Source: an optimization exercise on an open RTL-to-GDS flow (aim: a short achievable clock period and few clock cycles). Production flows keep margins and buffers that such runs may drop. Only simulation tests tie the RTL to the original design; equivalence was not proved. Power is estimated from default activity; no workload was simulated.

File: config.mk
export PLATFORM = sky130hd
export DESIGN_NAME = processor
export DESIGN_NICKNAME = processor
export VERILOG_FILES = /design/flow/design.v
export SDC_FILE = /design/flow/constraint.sdc
export NUM_CORES = 4
export LEC_CHECK = 0
export CAP_MARGIN = 20
export CORE_MARGIN = 2
export CORE_UTILIZATION = 40
export SETUP_SLACK_MARGIN = 4
export SLEW_MARGIN = 20
File: constraint.sdc
create_clock -name core_clock -period 9.0 [get_ports {clock}]
set_input_delay 1.8000 -clock core_clock [delete_from_list [all_inputs] [get_ports {clock}]]
set_output_delay 1.8000 -clock core_clock [all_outputs]
set_load 0.01 [all_outputs]
File: design.v
typedef logic [31:0] word_t;
typedef logic [4:0]  reg_idx_t;
localparam logic [4:0] OP_R    = 5'd0;
localparam logic [4:0] OP_J    = 5'd1;
localparam logic [4:0] OP_BNE  = 5'd2;
localparam logic [4:0] OP_JAL  = 5'd3;
localparam logic [4:0] OP_JR   = 5'd4;
localparam logic [4:0] OP_ADDI = 5'd5;
localparam logic [4:0] OP_BLT  = 5'd6;
localparam logic [4:0] OP_SW   = 5'd7;
localparam logic [4:0] OP_LW   = 5'd8;
localparam logic [4:0] ALU_ADD = 5'd0;
localparam logic [4:0] ALU_SUB = 5'd1;
localparam logic [4:0] ALU_AND = 5'd2;
localparam logic [4:0] ALU_OR  = 5'd3;
localparam logic [4:0] ALU_SLL = 5'd4;
localparam logic [4:0] ALU_SRA = 5'd5;
localparam reg_idx_t LINK_REG = 5'd31;   
`timescale 1ns/1ps
module fetch_stage #(
    parameter logic [31:0] RESET_PC = '0
) (
    input  logic  clock,
    input  logic  rst_n,
    input  logic  take_jump,     
    input  logic  take_jr,       
    input  logic  take_branch,   
    input  word_t jump_target,
    input  word_t jr_target,
    input  word_t branch_target,
    output word_t pc,
    output word_t pc_plus_1
);
    word_t next_pc;
    assign pc_plus_1 = pc + 32'd1;
    always_comb begin
        if (take_branch) begin
            next_pc = branch_target;
        end else if (take_jr) begin
            next_pc = jr_target;
        end else if (take_jump) begin
            next_pc = jump_target;
        end else begin
            next_pc = pc_plus_1;
        end
    end
    always_ff @(posedge clock or negedge rst_n) begin
        if (!rst_n) begin
            pc <= RESET_PC;
        end else begin
            pc <= next_pc;
        end
    end
endmodule
`timescale 1ns/1ps
module operand_bypass (
    input  reg_idx_t read_reg,
    input  word_t    reg_data,
    input  logic     m_wr,
    input  reg_idx_t m_rd,
    input  word_t    m_data,
    output logic     hit,
    output word_t    value
);
    assign hit   = m_wr & ~|(m_rd ^ read_reg);
    assign value = hit ? m_data : reg_data;
endmodule
`timescale 1ns/1ps
module ks_add #(
    parameter int W = 32
) (
    input  logic [W-1:0] a,
    input  logic [W-1:0] b,
    input  logic         cin,
    output logic [W-1:0] sum,
    output logic         cout
);
    localparam int L = (W > 16) ? 5 : (W > 8) ? 4 : (W > 4) ? 3 : (W > 2) ? 2 : 1;
    logic [W-1:0] g [0:L];
    logic [W-1:0] p [0:L];
    logic [W-1:0] x;
    assign x    = a ^ b;
    assign g[0] = (a & b) | {{(W-1){1'b0}}, x[0] & cin};
    assign p[0] = x;
    for (genvar l = 0; l < L; l++) begin : level
        for (genvar i = 0; i < W; i++) begin : bit_
            if (i >= (1 << l)) begin : merge
                assign g[l+1][i] = g[l][i] | (p[l][i] & g[l][i - (1 << l)]);
                assign p[l+1][i] = p[l][i] & p[l][i - (1 << l)];
            end else begin : pass
                assign g[l+1][i] = g[l][i];
                assign p[l+1][i] = p[l][i];
            end
        end
    end
    assign sum  = x ^ {g[L][W-2:0], cin};
    assign cout = g[L][W-1];
endmodule
module lt_signed (
    input  word_t a,
    input  word_t b,
    output logic  lt
);
    word_t ax;
    word_t bx;
    word_t unused_sum;
    logic  no_borrow;
    assign ax = {~a[31], a[30:0]};
    assign bx = {~b[31], b[30:0]};
    ks_add #(.W(32)) sub_i (
        .a    (ax),
        .b    (~bx),
        .cin  (1'b1),
        .sum  (unused_sum),
        .cout (no_borrow)
    );
    assign lt = ~no_borrow;
endmodule
module alu (
    input  word_t      a,
    input  word_t      b,
    input  logic [5:0] sel,      
    input  logic [4:0] shamt,
    output word_t      result
);
    word_t r_add, r_sub, r_and, r_or, r_sll, r_sra;
    logic  unused_add_co, unused_sub_co;
    ks_add #(.W(32)) add_i (
        .a    (a),
        .b    (b),
        .cin  (1'b0),
        .sum  (r_add),
        .cout (unused_add_co)
    );
    ks_add #(.W(32)) sub_i (
        .a    (a),
        .b    (~b),
        .cin  (1'b1),
        .sum  (r_sub),
        .cout (unused_sub_co)
    );
    assign r_and = a & b;
    assign r_or  = a | b;
    assign r_sll = a << shamt;
    assign r_sra = word_t'($signed(a) >>> shamt);
    assign result = ({32{sel[0]}} & r_add) |
                    ({32{sel[1]}} & r_sub) |
                    ({32{sel[2]}} & r_and) |
                    ({32{sel[3]}} & r_or)  |
                    ({32{sel[4]}} & r_sll) |
                    ({32{sel[5]}} & r_sra);
endmodule
`timescale 1ns/1ps
module decode_stage (
    input  word_t    insn,           
    input  word_t    pc_plus_1,
    output reg_idx_t ctrl_read_reg_a,
    output reg_idx_t ctrl_read_reg_b,
    input  word_t    data_read_reg_a,
    input  word_t    data_read_reg_b,
    input  logic     m_wr,
    input  reg_idx_t m_rd,
    input  word_t    m_data,
    output logic     take_jump,
    output logic     take_jr,
    output logic     take_branch,
    output word_t    jump_target,
    output word_t    jr_target,
    output word_t    branch_target,
    output logic     dm_wr,
    output reg_idx_t dm_rd,
    output logic     dm_load,
    output logic     dm_store,
    output word_t    dm_result,
    output word_t    dm_addr,
    output word_t    dm_sd
);
    logic [4:0] opcode;
    reg_idx_t   rd;
    reg_idx_t   rs;
    reg_idx_t   rt;
    logic [4:0] alu_op;
    word_t      imm;
    logic       is_rtype, is_j, is_bne, is_jal, is_jr, is_addi, is_blt, is_sw, is_lw;
    logic       b_is_rd;
    logic       hit_a;
    logic       hit_b;
    word_t      a_value;     
    word_t      b_value;     
    word_t      ra;          
    word_t      rb;          
    word_t      rb_alu;
    word_t      m_alu;       
    logic [5:0] alu_sel;
    word_t      alu_rr, alu_mr, alu_rm, alu_mm;
    word_t      alu_result;
    word_t      addr_r, addr_m;
    logic       ne_rr, lt_rr;    
    logic       ne_mr, lt_mr;    
    logic       ne_rm, lt_rm;    
    logic       ne;
    logic       lt;
    logic       unused_target_co;
    logic       unused_addr_r_co;
    logic       unused_addr_m_co;
    assign opcode = insn[31:27];
    assign rd     = insn[26:22];
    assign rs     = insn[21:17];
    assign rt     = insn[16:12];
    assign alu_op = insn[6:2];
    assign imm    = {{15{insn[16]}}, insn[16:0]};
    assign is_rtype = (opcode == OP_R);
    assign is_j     = (opcode == OP_J);
    assign is_bne   = (opcode == OP_BNE);
    assign is_jal   = (opcode == OP_JAL);
    assign is_jr    = (opcode == OP_JR);
    assign is_addi  = (opcode == OP_ADDI);
    assign is_blt   = (opcode == OP_BLT);
    assign is_sw    = (opcode == OP_SW);
    assign is_lw    = (opcode == OP_LW);
    assign b_is_rd         = insn[29] | insn[28];
    assign ctrl_read_reg_a = rs;
    assign ctrl_read_reg_b = b_is_rd ? rd : rt;
    assign ra = data_read_reg_a;
    assign rb = data_read_reg_b;
    operand_bypass bypass_a (
        .read_reg (ctrl_read_reg_a),
        .reg_data (ra),
        .m_wr     (m_wr),
        .m_rd     (m_rd),
        .m_data   (m_data),
        .hit      (hit_a),
        .value    (a_value)
    );
    operand_bypass bypass_b (
        .read_reg (ctrl_read_reg_b),
        .reg_data (rb),
        .m_wr     (m_wr),
        .m_rd     (m_rd),
        .m_data   (m_data),
        .hit      (hit_b),
        .value    (b_value)
    );
    assign ne_rr = |(rb ^ ra);
    assign ne_mr = |(m_data ^ ra);
    assign ne_rm = |(rb ^ m_data);
    lt_signed lt_rr_i (.a(rb),     .b(ra),     .lt(lt_rr));
    lt_signed lt_mr_i (.a(m_data), .b(ra),     .lt(lt_mr));
    lt_signed lt_rm_i (.a(rb),     .b(m_data), .lt(lt_rm));
    always_comb begin
        case ({hit_b, hit_a})
            2'b00:   begin ne = ne_rr; lt = lt_rr; end
            2'b01:   begin ne = ne_rm; lt = lt_rm; end
            2'b10:   begin ne = ne_mr; lt = lt_mr; end
            default: begin ne = 1'b0;  lt = 1'b0;  end    
        endcase
    end
    assign take_jump   = is_j | is_jal;
    assign take_jr     = is_jr;
    assign take_branch = (is_bne & ne) | (is_blt & lt);
    assign jump_target = {5'd0, insn[26:0]};
    assign jr_target   = b_value;
    ks_add #(.W(32)) target_i (
        .a    (pc_plus_1),
        .b    (imm),
        .cin  (1'b0),
        .sum  (branch_target),
        .cout (unused_target_co)
    );
    assign rb_alu  = is_rtype ? rb : imm;
    assign m_alu   = is_rtype ? m_data : imm;
    assign alu_sel = is_rtype ? {alu_op == ALU_SRA, alu_op == ALU_SLL, alu_op == ALU_OR,
                                 alu_op == ALU_AND, alu_op == ALU_SUB, alu_op == ALU_ADD}
                              : 6'b000001;
    alu alu_rr_i (.a(ra),     .b(rb_alu), .sel(alu_sel), .shamt(insn[11:7]), .result(alu_rr));
    alu alu_mr_i (.a(ra),     .b(m_alu),  .sel(alu_sel), .shamt(insn[11:7]), .result(alu_mr));
    alu alu_rm_i (.a(m_data), .b(rb_alu), .sel(alu_sel), .shamt(insn[11:7]), .result(alu_rm));
    alu alu_mm_i (.a(m_data), .b(m_alu),  .sel(alu_sel), .shamt(insn[11:7]), .result(alu_mm));
    always_comb begin
        case ({hit_b & is_rtype, hit_a})
            2'b00:   alu_result = alu_rr;
            2'b01:   alu_result = alu_rm;
            2'b10:   alu_result = alu_mr;
            default: alu_result = alu_mm;
        endcase
    end
    ks_add #(.W(32)) addr_r_i (
        .a    (ra),
        .b    (imm),
        .cin  (1'b0),
        .sum  (addr_r),
        .cout (unused_addr_r_co)
    );
    ks_add #(.W(32)) addr_m_i (
        .a    (m_data),
        .b    (imm),
        .cin  (1'b0),
        .sum  (addr_m),
        .cout (unused_addr_m_co)
    );
    assign dm_addr   = hit_a ? addr_m : addr_r;
    assign dm_wr     = (is_rtype | is_addi | is_lw | is_jal) & (is_jal | (rd != 5'd0));
    assign dm_rd     = is_jal ? LINK_REG : rd;
    assign dm_load   = is_lw;
    assign dm_store  = is_sw;
    assign dm_result = is_jal ? pc_plus_1 : alu_result;     
    assign dm_sd     = b_value;
endmodule
`timescale 1ns/1ps
module execute_stage (
    input  logic     clock,
    input  logic     rst_n,
    input  logic     dm_wr,
    input  reg_idx_t dm_rd,
    input  logic     dm_load,
    input  logic     dm_store,
    input  word_t    dm_result,
    input  word_t    dm_addr,
    input  word_t    dm_sd,
    output word_t    address_dmem,
    output word_t    data,
    output logic     wren,
    input  word_t    q_dmem,
    output logic     m_wr,
    output reg_idx_t m_rd,
    output word_t    m_data
);
    logic  m_load;
    logic  m_store;
    word_t m_result;
    word_t m_addr;
    word_t m_sd;
    always_ff @(posedge clock or negedge rst_n) begin
        if (!rst_n) begin
            m_wr    <= 1'b0;
            m_store <= 1'b0;
        end else begin
            m_wr    <= dm_wr;
            m_store <= dm_store;
        end
    end
    always_ff @(posedge clock) begin
        m_rd     <= dm_rd;
        m_load   <= dm_load;
        m_result <= dm_result;
        m_addr   <= dm_addr;
        m_sd     <= dm_sd;
    end
    assign address_dmem = m_addr;
    assign data         = m_sd;
    assign wren         = m_store;
    assign m_data = m_load ? q_dmem : m_result;
endmodule
`timescale 1ns/1ps
module mem_wb_stage (
    input  logic     m_wr,
    input  reg_idx_t m_rd,
    input  word_t    m_data,
    output logic     ctrl_write_enable,
    output reg_idx_t ctrl_write_reg,
    output word_t    data_write_reg
);
    assign ctrl_write_enable = m_wr;
    assign ctrl_write_reg    = m_rd;
    assign data_write_reg    = m_data;
endmodule
`timescale 1ns/1ps
module processor #(
    parameter logic [31:0] RESET_PC = '0
) (
    input  logic     clock,
    input  logic     rst_n,
    output word_t    address_imem,
    input  word_t    q_imem,
    output word_t    address_dmem,
    output word_t    data,
    output logic     wren,
    input  word_t    q_dmem,
    output logic     ctrl_write_enable,
    output reg_idx_t ctrl_write_reg,
    output reg_idx_t ctrl_read_reg_a,
    output reg_idx_t ctrl_read_reg_b,
    output word_t    data_write_reg,
    input  word_t    data_read_reg_a,
    input  word_t    data_read_reg_b
);
    word_t    pc;
    word_t    pc_plus_1;
    logic     take_jump, take_jr, take_branch;
    word_t    jump_target, jr_target, branch_target;
    logic     dm_wr, dm_load, dm_store;
    reg_idx_t dm_rd;
    word_t    dm_result, dm_addr, dm_sd;
    logic     m_wr;
    reg_idx_t m_rd;
    word_t    m_data;
    fetch_stage #(
        .RESET_PC (RESET_PC)
    ) fetch_i (
        .clock         (clock),
        .rst_n         (rst_n),
        .take_jump     (take_jump),
        .take_jr       (take_jr),
        .take_branch   (take_branch),
        .jump_target   (jump_target),
        .jr_target     (jr_target),
        .branch_target (branch_target),
        .pc            (pc),
        .pc_plus_1     (pc_plus_1)
    );
    assign address_imem = pc;
    decode_stage decode_i (
        .insn            (q_imem),
        .pc_plus_1       (pc_plus_1),
        .ctrl_read_reg_a (ctrl_read_reg_a),
        .ctrl_read_reg_b (ctrl_read_reg_b),
        .data_read_reg_a (data_read_reg_a),
        .data_read_reg_b (data_read_reg_b),
        .m_wr            (m_wr),
        .m_rd            (m_rd),
        .m_data          (m_data),
        .take_jump       (take_jump),
        .take_jr         (take_jr),
        .take_branch     (take_branch),
        .jump_target     (jump_target),
        .jr_target       (jr_target),
        .branch_target   (branch_target),
        .dm_wr           (dm_wr),
        .dm_rd           (dm_rd),
        .dm_load         (dm_load),
        .dm_store        (dm_store),
        .dm_result       (dm_result),
        .dm_addr         (dm_addr),
        .dm_sd           (dm_sd)
    );
    execute_stage mem_i (
        .clock        (clock),
        .rst_n        (rst_n),
        .dm_wr        (dm_wr),
        .dm_rd        (dm_rd),
        .dm_load      (dm_load),
        .dm_store     (dm_store),
        .dm_result    (dm_result),
        .dm_addr      (dm_addr),
        .dm_sd        (dm_sd),
        .address_dmem (address_dmem),
        .data         (data),
        .wren         (wren),
        .q_dmem       (q_dmem),
        .m_wr         (m_wr),
        .m_rd         (m_rd),
        .m_data       (m_data)
    );
    mem_wb_stage wb_i (
        .m_wr              (m_wr),
        .m_rd              (m_rd),
        .m_data            (m_data),
        .ctrl_write_enable (ctrl_write_enable),
        .ctrl_write_reg    (ctrl_write_reg),
        .data_write_reg    (data_write_reg)
    );
endmodule
File: run.sh
#!/bin/bash
# synth_recipe.tcl (not shown) runs the flow's synth.tcl, then flattens the netlist and writes it again
# the make line also repeats each setting of config.mk as NAME=value (left out here)
make -C /OpenROAD-flow-scripts/flow DESIGN_CONFIG=/design/flow/config.mk WORK_HOME=/design/flow/orfs CLKGATE_MAP_FILE= SYNTH_SCRIPT=/design/flow/synth_recipe.tcl finish
==> qor.yml, run 1 <==
sta:
  relSlewSlack_pct: 19.1
  worst_pin_slew_ps: 1210
  setup_viol: 0
  finalHoldViolations: 0
  setup_tns_ps: 0
  max_freq_mhz: 175
  final.setup_skew_ps: 27.6
  finalCritPeriodShare_pct: 63.4
  slew_viol_final: 0
  rsz0062_at_grt: "yes"
  finalCriticalPeriod_ps: 5710
floorplanning:
  die_w_um: 315
  num_rows: 114
  start_util_pct: 40.2
  pin_count: 275
  die_h_um: 315
  die_area_um2: 99400
  core_um2: 96400
routing:
  viasPerCell: 6.97
  first_iter_violations: 7366
  first_pass_iters: 10
  drtAntennaViolNets: 0
  drt_wl_total_um: 243000
  route.detailed.drc: 0
  vias: 50100
  wl_per_cell_um: 33.8
logic_synthesis:
  synth_cell_types: 100
  yosys_warnings: 6
  synth_seq_cells: 136
  synth_edf_count: 0
  syn_area_um2: 38800
  synth_fp_nets: 6135
  netlist_instances: 5424
  syn_area_per_cell_um2: 7.15
  synth-main-ff-cell: "dfxtp_1"
  async_reset_ff_share_pct: 25.0
  synth_seq_area_share_pct: 7.46
cts:
  insertion_delay_ps: 530
  cts_buffers: 17
  clk_path_buf_depth: 2
  cts_root_buffer: "clkbuf_16"
  cts_tree: "yes"
  ctsHoldBuffers: 0
  cts.clk_slew.worst_paths_ps: 80
  cts_sinks: 136
  htreeDepth: 4
critical_path:
  path_class: "primary input to flop"
  crit_path_start_kind: "primary input"
  cp_max_fo: 12
  cp.arrival_ps: 6100
  cp-end-kind: "flop"
  required_ps: 9390
worst_hold_path:
  hold_class: "flop to flop"
global_route:
  grt_usage_pct: 46.4
  grt_first_pass_wirelength_um: 336000
  grt_overflow: 0
  grt_max_degree: 110
  antenna_found_initial: 13
  grt_pass1_vias: 46100
place:
  hpwl_um: 177000
  portBuffers: 274
  gp_congestion: 1.11
finish:
  drive_gt1_share_pct: 25.9
  n_fill_cell: 9396
  area_growth_pct: 34.5
  layout.nets: 6618
power:
  p_total_mw: 8.88
  ir_drop_mv: 0.187
  p_per_area_nw_per_um2: 170
  leakage_nw: 21.7
job:
  drv_cap: 0
outcome:
  status: "no timing/DRC/antenna violations"
[routing by layer]
metal,GRT usage [%],wire (um),vias to the layer above
met4,39.9,26700,8
met1,56.8,89200,23800
li1,-,-,21200
met2,66.7,97100,3989
met5,0.473,202,-
met3,13.2,30000,1168
[flip-flops by register name, indices dropped and copies added (netlist names)]
| register | cells |
|---|---|
| fetch_i.pc | 32 |
| mem_i.m_addr | 32 |
| mem_i.m_load | 1 |
| mem_i.m_rd | 5 |
| mem_i.m_result | 32 |
| mem_i.m_sd | 32 |
| mem_i.m_store | 1 |
| mem_i.m_wr | 1 |
[cell usage in the layout (no fill, tap or decap), types with 90 or more instances in the layout]
| master | count |
|---|---|
| buf_4 | 398 |
| o211ai_1 | 104 |
| nand2_1 | 429 |
| nand3_1 | 97 |
| dfxtp_1 | 101 |
| a21oi_1 | 456 |
| xnor2_1 | 96 |
| nor2_1 | 522 |
| o21ai_0 | 361 |
| a21o_1 | 139 |
| ha_1 | 442 |
| clkdlybuf4s50_1 | 181 |
| inv_1 | 206 |
| mux4_2 | 90 |
| mux2i_1 | 162 |
[repair_timing]
| action | in CTS | in global routing |
|---|---|---|
| pin swaps | 220 | 185 |
| setup buffers | 307 | 83 |
| cloned | 12 | 3 |
| setup endpoints to repair | 122 | 77 |
| resized for setup | 870 | 330 |
[through the flow]
step / setup slack [ps] / area (um2) / util, % / hold WS (ps) / instances
floorplan: 3410 / 39800 / - / 609 / 5424
global placement: 792 / 43500 / 45.1 / 652 / 6757
detailed placement: 1010 / 43500 / 45.1 / 662 / 6758
CTS: 3410 / 50200 / 52.1 / 681 / 7109
global route: 3180 / 52200 / 54.1 / 725 / 7198
finish: 3290 / 52200 / 54.1 / 671 / 7200
[kinds of logic after synthesis]
group           after synthesis  share of synthesized area (%)
fa+ha+maj                   581                           19.0
flops                       136                           7.46
simple gates               1601                           18.9
buf+inv                     644                           6.62
xor+xnor                    149                           3.37
mux                         317                           11.5
compound gates             1996                           33.3
[cell type report]
type	count	area (um2)	area share, %
multi-input combinational	4648	38200	73.2
timing repair buffer	792	7510	14.4
sequential	136	2900	5.55
tap	1276	1600	3.06
inverter	312	1400	2.68
clock buffer	20	468	0.897
clock inverter	12	116	0.223
antenna	4	10.0	0.0192
[where the power goes]
group	switching [mW]	leakage, nW	total (mW)	internal (mW)
clock network	0.381	0.283	0.787	0.407
registers	0.152	1.26	0.901	0.749
logic	4.30	20.2	7.20	2.90
[worst paths after layout]
path | start | to | slack (ps) | depth (start not counted)
setup / recovery | q_imem[28] | mem_i.m_result[26]$_DFF_P_ | 3290 | 21
hold / removal | fetch_i.pc[5]$_DFF_PN0_ | mem_i.m_result[5]$_DFF_P_ | 670 | 2
setup reg to reg | mem_i.m_load$_DFF_P_ | mem_i.m_result[30]$_DFF_P_ | 3710 | 17
hold reg to reg | fetch_i.pc[5]$_DFF_PN0_ | mem_i.m_result[5]$_DFF_P_ | 670 | 2
max in group asynchronous | rst_n | fetch_i.pc[21]$_DFF_PN0_ | 6960 | 1
min in group asynchronous | rst_n | fetch_i.pc[2]$_DFF_PN0_ | 1420 | 1
[worst max-delay path, stage by stage]
cell,delay [ps]
buf_6,90
buf_6,120
or4_4,520
nor2_4,190
buf_12,190
buf_16,160
nand2_1,80
nand2_2,170
inv_2,110
ha_4,330
inv_1,150
a21oi_1,210
o31ai_1,130
a22oi_1,260
nand3_2,210
o21ai_2,290
nand2b_1,130
a21o_1,190
a221o_1,370
a211oi_2,260
o31ai_1,110
[synthesized netlist by cell type (all sizes together) (36+ instances only)]
cell type | number | area [um2]
a211oi | 113 | 858
a21o | 141 | 1060
a21oi | 556 | 2790
a31oi | 59 | 369
and3 | 36 | 225
buf | 128 | 629
clkbuf | 204 | 766
dfxtp | 102 | 2040
ha | 570 | 7130
inv | 311 | 1170
mux2 | 47 | 556
mux2i | 180 | 1860
mux4 | 90 | 2030
nand2 | 476 | 1790
nand2b | 52 | 325
nand3 | 112 | 566
nand4 | 61 | 382
nor2 | 546 | 2050
nor2b | 45 | 282
nor3 | 115 | 581
nor4 | 36 | 262
o211ai | 104 | 781
o21a | 45 | 338
o21ai | 466 | 2330
o21bai | 76 | 571
o221ai | 49 | 429
o22ai | 45 | 282
o31ai | 36 | 280
xnor2 | 96 | 841
xor2 | 53 | 464
Testbench counts, summed over its fixed seeds: cycles 90,449.
==> inputs of run 2 (changes only) <==
--- a/design.v
+++ b/design.v
@@ -172,6 +172,7 @@
     output logic     dm_load,
     output logic     dm_store,
     output word_t    dm_result,
+    output logic     dm_link,
     output word_t    dm_addr,
     output word_t    dm_sd
 );
@@ -189,11 +190,9 @@
     word_t      b_value;     
     word_t      ra;          
     word_t      rb;          
-    word_t      rb_alu;
-    word_t      m_alu;       
     logic [5:0] alu_sel;
     word_t      alu_rr, alu_mr, alu_rm, alu_mm;
-    word_t      alu_result;
+    logic [5:0] pick;
     word_t      addr_r, addr_m;
     logic       ne_rr, lt_rr;    
     logic       ne_mr, lt_mr;    
@@ -267,23 +266,12 @@
         .sum  (branch_target),
         .cout (unused_target_co)
     );
-    assign rb_alu  = is_rtype ? rb : imm;
-    assign m_alu   = is_rtype ? m_data : imm;
-    assign alu_sel = is_rtype ? {alu_op == ALU_SRA, alu_op == ALU_SLL, alu_op == ALU_OR,
-                                 alu_op == ALU_AND, alu_op == ALU_SUB, alu_op == ALU_ADD}
-                              : 6'b000001;
-    alu alu_rr_i (.a(ra),     .b(rb_alu), .sel(alu_sel), .shamt(insn[11:7]), .result(alu_rr));
-    alu alu_mr_i (.a(ra),     .b(m_alu),  .sel(alu_sel), .shamt(insn[11:7]), .result(alu_mr));
-    alu alu_rm_i (.a(m_data), .b(rb_alu), .sel(alu_sel), .shamt(insn[11:7]), .result(alu_rm));
-    alu alu_mm_i (.a(m_data), .b(m_alu),  .sel(alu_sel), .shamt(insn[11:7]), .result(alu_mm));
-    always_comb begin
-        case ({hit_b & is_rtype, hit_a})
-            2'b00:   alu_result = alu_rr;
-            2'b01:   alu_result = alu_rm;
-            2'b10:   alu_result = alu_mr;
-            default: alu_result = alu_mm;
-        endcase
-    end
+    assign alu_sel = {alu_op == ALU_SRA, alu_op == ALU_SLL, alu_op == ALU_OR,
+                      alu_op == ALU_AND, alu_op == ALU_SUB, alu_op == ALU_ADD};
+    alu alu_rr_i (.a(ra),     .b(rb),     .sel(alu_sel), .shamt(insn[11:7]), .result(alu_rr));
+    alu alu_mr_i (.a(ra),     .b(m_data), .sel(alu_sel), .shamt(insn[11:7]), .result(alu_mr));
+    alu alu_rm_i (.a(m_data), .b(rb),     .sel(alu_sel), .shamt(insn[11:7]), .result(alu_rm));
+    alu alu_mm_i (.a(m_data), .b(m_data), .sel(alu_sel), .shamt(insn[11:7]), .result(alu_mm));
     ks_add #(.W(32)) addr_r_i (
         .a    (ra),
         .b    (imm),
@@ -298,12 +286,24 @@
         .sum  (addr_m),
         .cout (unused_addr_m_co)
     );
-    assign dm_addr   = hit_a ? addr_m : addr_r;
+    assign dm_addr = hit_a ? addr_m : addr_r;
+    assign pick[0] = is_rtype & ~hit_a & ~hit_b;
+    assign pick[1] = is_rtype &  hit_a & ~hit_b;
+    assign pick[2] = is_rtype & ~hit_a &  hit_b;
+    assign pick[3] = is_rtype &  hit_a &  hit_b;
+    assign pick[4] = ~is_rtype & ~hit_a;
+    assign pick[5] = ~is_rtype &  hit_a;
+    assign dm_result = ({32{pick[0]}} & alu_rr) |
+                       ({32{pick[1]}} & alu_rm) |
+                       ({32{pick[2]}} & alu_mr) |
+                       ({32{pick[3]}} & alu_mm) |
+                       ({32{pick[4]}} & addr_r) |
+                       ({32{pick[5]}} & addr_m);
     assign dm_wr     = (is_rtype | is_addi | is_lw | is_jal) & (is_jal | (rd != 5'd0));
     assign dm_rd     = is_jal ? LINK_REG : rd;
     assign dm_load   = is_lw;
     assign dm_store  = is_sw;
-    assign dm_result = is_jal ? pc_plus_1 : alu_result;     
+    assign dm_link   = is_jal;      
     assign dm_sd     = b_value;
 endmodule
 `timescale 1ns/1ps
@@ -315,6 +315,8 @@
     input  logic     dm_load,
     input  logic     dm_store,
     input  word_t    dm_result,
+    input  logic     dm_link,
+    input  word_t    pc_plus_1,
     input  word_t    dm_addr,
     input  word_t    dm_sd,
     output word_t    address_dmem,
@@ -328,6 +330,8 @@
     logic  m_load;
     logic  m_store;
     word_t m_result;
+    logic  m_link;
+    word_t m_pc_plus_1;
     word_t m_addr;
     word_t m_sd;
     always_ff @(posedge clock or negedge rst_n) begin
@@ -343,13 +347,23 @@
         m_rd     <= dm_rd;
         m_load   <= dm_load;
         m_result <= dm_result;
+        m_link   <= dm_link;
+        m_pc_plus_1 <= pc_plus_1;
         m_addr   <= dm_addr;
         m_sd     <= dm_sd;
     end
     assign address_dmem = m_addr;
     assign data         = m_sd;
     assign wren         = m_store;
-    assign m_data = m_load ? q_dmem : m_result;
+    always_comb begin
+        if (m_load) begin
+            m_data = q_dmem;
+        end else if (m_link) begin
+            m_data = m_pc_plus_1;        
+        end else begin
+            m_data = m_result;
+        end
+    end
 endmodule
 `timescale 1ns/1ps
 module mem_wb_stage (
@@ -388,7 +402,7 @@
     word_t    pc_plus_1;
     logic     take_jump, take_jr, take_branch;
     word_t    jump_target, jr_target, branch_target;
-    logic     dm_wr, dm_load, dm_store;
+    logic     dm_wr, dm_load, dm_store, dm_link;
     reg_idx_t dm_rd;
     word_t    dm_result, dm_addr, dm_sd;
     logic     m_wr;
@@ -430,6 +444,7 @@
         .dm_load         (dm_load),
         .dm_store        (dm_store),
         .dm_result       (dm_result),
+        .dm_link         (dm_link),
         .dm_addr         (dm_addr),
         .dm_sd           (dm_sd)
     );
@@ -441,6 +456,8 @@
         .dm_load      (dm_load),
         .dm_store     (dm_store),
         .dm_result    (dm_result),
+        .dm_link      (dm_link),
+        .pc_plus_1    (pc_plus_1),
         .dm_addr      (dm_addr),
         .dm_sd        (dm_sd),
         .address_dmem (address_dmem),
==> run 2 against run 1 <==
Net effect:
- flip-flop and latch count grew 33
- sequential power grew 25%
- sequential share of layout area grew 1.9 points
- largest cell class unchanged
- combinational power shrank 5.7%
- synthesized area shrank 7.1%
==> qor.yml, run 2 <==
outcome:
  status: "no timing/DRC/antenna violations"
logic_synthesis:
  synth-xor-area-share_pct: 5.45  # +2.1 points
  synth-simple-area-share_pct: 16.8  # -2.1 points
  ys_top_cells_by_area: "ha_1 18%, dfxtp_1 7.5%, mux4_2 7.1%"
  synth_cell_types: 99  # -1.0%
  yosysTopAreaCell: "ha_1"
  synth_compound_area_share_pct: 29.0  # -4.2 points
  synth-main-ff-cell: "dfxtp_1"
  yosysMostFrequentCell: "ha_1"
  synth_top_area_share_pct: 17.6  # -0.78 points
  yosys_warnings: 6  # unchanged
  synth_common_cells: "507 x ha_1, 474 x nor2_1, 437 x a21oi_1"
  syn_area_per_cell_um2: 7.50  # +4.9%
  synth_fp_nets: 5449  # -11%
  muxShareOfSynthArea_pct: 13.9  # +2.4 points
  synth_top_family_by_area: "compound AO/OA/AOI/OAI gates"
  synth_fa_ha_area_share_pct: 18.1  # -0.85 points
  syn_area_um2: 36000  # -7.1%
  async_reset_ff_share_pct: 20.1  # -4.9 points
  netlist_instances: 4803  # -11%
  synth_seq_cells: 169  # +24%
  synth_seq_area_share_pct: 9.87  # +2.4 points
  synth_edf_count: 0  # unchanged
finish:
  stdcell_area_um2: 48100  # -7.9%
  drive_gt1_share_pct: 26.8  # +0.91 points
  most-common-layout-cells: "445 x nor2_1, 419 x buf_4, 403 x nand2_1"
  layout.cells.non_filler: 6480  # -10%
  area_growth_pct: 33.5
  layout.nets: 5933  # -10%
  final_common_cell: "nor2_1"
  final_util_pct: 53.6  # -0.45 points
global_route:
  grt_first_pass_wirelength_um: 308000  # -8.3%
  grt_overflow: 0  # unchanged
  grt_max_degree: 87  # -21%
  grt_pass1_vias: 41700  # -9.6%
  antenna_found_initial: 9  # -4
  grt_usage_pct: 46.0  # -0.47 points
critical_path:
  cp_slowest_cell: "nor4_4"
  crit_chain: "buf_8 -> mux2i_4 -> buf_8 -> ha_4 -> clkinvlp_4 -> nand4_1 -> nor4_4 -> nand4_1 -> nor4_4 -> a311oi_4 -> o2111ai_2 -> nand4b_1 -> buf_6 -> buf_12 -> mux2_4"
  slowest_delay_ps: 500  # -20 ps
  required_ps: 9360  # -30 ps
  cp-end-kind: "flop"
  cp_max_fo: 8  # -4
  cp.arrival_ps: 5540  # -560 ps
  crit_path_start_kind: "primary input"
  path_class: "primary input to flop"
place:
  gp_congestion: 1.09  # -2.3%
  place_ws_ps: 1740  # +730 ps
  portBuffers: 274  # unchanged
  dpl-instance-area_um2: 39800  # -8.5%
  hpwl_um: 164000  # -7.4%
  dp_cells: 6043  # -11%
worst_hold_path:
  hold_class: "flop to flop"
cts:
  cts_root_buffer: "clkbuf_16"
  ctsHoldBuffers: 0  # unchanged
  insertion_delay_ps: 490  # -40 ps
  htreeDepth: 4  # unchanged
  clk_path_buf_depth: 2  # unchanged
  cts_tree: "yes"
  cts.clk_slew.worst_paths_ps: 80  # about the same
  cts_sinks: 169  # +24%
  cts_buffers: 17  # unchanged
sta:
  setup_tns_ps: 0  # unchanged
  fin_ws_ps: 3820  # +530 ps
  max_freq_mhz: 193  # +10%
  slew_viol_final: 0  # unchanged
  final.setup_skew_ps: 28.3  # +0.733 ps
  finalCriticalPeriod_ps: 5180  # -530 ps
  finalCritPeriodShare_pct: 57.6  # -5.9 points
  rsz0062_at_grt: "yes"
  finalHoldViolations: 0  # unchanged
  worst_pin_slew_ps: 1110  # -100 ps
  hold_ws_ps: 579  # -91.8 ps
  relSlewSlack_pct: 24.4  # +5.3 points
  setup_viol: 0  # unchanged
floorplanning:
  num_rows: 110  # -3.5%
  pin_count: 275  # unchanged
  die_w_um: 304  # -3.6%
  core_um2: 89600  # -7.1%
  start_util_pct: 40.2  # about the same
  die_h_um: 304  # -3.6%
  die_area_um2: 92400  # -7.0%
routing:
  drt_wl_total_um: 223000  # -8.3%
  viasPerCell: 6.83  # -1.9%
  route.detailed.drc: 0  # unchanged
  vias: 44300  # -12%
  first_iter_violations: 6278  # -15%
  wl_per_cell_um: 34.4  # +1.9%
  first_pass_iters: 6  # -4
  drtAntennaViolNets: 0  # unchanged
power:
  p_per_area_nw_per_um2: 182  # +6.8%
  p_total_mw: 8.74  # -1.6%
  ir_drop_mv: 0.141  # -25%
  leakage_nw: 19.3  # -11%
job:
  drv_cap: 0  # unchanged
-- run 2: layer usage --
metal / wire length [um] / global-route usage [%]
met3: 34100 / 18.7
met4: 14800 / 24.7
met2: 89600 / 65.9
met1: 84400 / 58.4
met5: 85 / 0
-- run 2: cell families (layout without fill, tap and decap cells) --
| family | Yosys count | after routing |
|---|---|---|
| compound gates | 1611 | 1611 |
| xor+xnor | 224 | 224 |
| buf+inv | 592 | 1088 |
| mux | 347 | 347 |
| flops | 169 | 169 |
| fa+ha+maj | 516 | 516 |
| other cells | 0 | 4 |
| simple gates | 1344 | 1345 |
-- run 2: timing repair --
item / CTS / global route
setup buffers: 300 / 93
endpoints found under the setup margin: 125 / 79
resized for setup: 943 / 346
pin swaps: 166 / 122
cloned: 5 / 2
-- run 2: path summary, 6_finish.rpt --
path / end / from / slack [ps] / depth (start not counted)
worst min register to register: mem_i.m_pc_plus_1[10]$_DFF_P_ / fetch_i.pc[10]$_DFF_PN0_ / 580 / 1
worst min-delay path: mem_i.m_pc_plus_1[10]$_DFF_P_ / fetch_i.pc[10]$_DFF_PN0_ / 580 / 1
max in group asynchronous: mem_i.m_store$_DFF_PN0_ / rst_n / 7040 / 1
worst max-delay path: fetch_i.pc[1]$_DFF_PN0_ / q_dmem[12] / 3820 / 15
min in group asynchronous: fetch_i.pc[1]$_DFF_PN0_ / rst_n / 1420 / 1
worst max register to register: fetch_i.pc[1]$_DFF_PN0_ / mem_i.m_link$_DFF_P_ / 3950 / 16
-- run 2: layout make-up --
type,instances,area [um2]
multi-input combinational,4043,33700
sequential,169,3560
clock inverter,13,169
tap,1176,1470
antenna,4,10.0
timing repair buffer,792,7440
fill,8656,41500
inverter,264,1330
clock buffer,19,433
-- run 2: critical path, delay by kind of cell --
family | cells | cell delay [ps]
multiplexers | 2 | 450
AND/OR/NAND/NOR | 5 | 1840
buffers and inverters | 5 | 770
AO/OA/AOI/OAI | 2 | 430
adder cells (fa/ha/maj) | 1 | 230
-- run 2: power by group --
| group | leakage (nW) | switching [mW] | internal, mW |
|---|---|---|---|
| logic | 17.5 | 4.00 | 2.79 |
| clock network | 0.281 | 0.377 | 0.441 |
| registers | 1.54 | 0.158 | 0.971 |
| total | 19.3 | 4.54 | 4.20 |
Testbench counts of run 2, summed over its fixed seeds: cycles 90,449.

[afterwards: timing with drivers on the ports]
No port has a modelled driver above. Below, the same layouts with a new extraction and two added sets of constraints. Step 1 assumes that a clkbuf_16 drives the clock port and a buf_2 every other input. Step 2, shift: input delay + t, output delay - t, t = (earliest + latest rising clock arrival at the registers) / 2. This alone moves slack from input paths to output paths. Three values: ideal, step 1, step 2; two values: the first two.
| run | shift t [ns] | slack for setup (ns) | hold WS [ns] | worst setup path after step 2 | worst register clock-pin slew, ns |
|---|---|---|---|---|---|
| run 1 | 0.579 | 3.290 / 3.316 / 2.737 | 0.671 / 0.671 / 0.671 | input to register | 0.09 / 0.09 |
| run 2 | 0.534 | 3.820 / 3.840 / 3.305 | 0.579 / 0.579 / 0.579 | input to register | 0.09 / 0.09 |
After both steps every run listed still meets setup and hold. The setup slack of run 1, which loses most, moves by +0.026 ns with the drivers and by -0.553 ns with both steps.
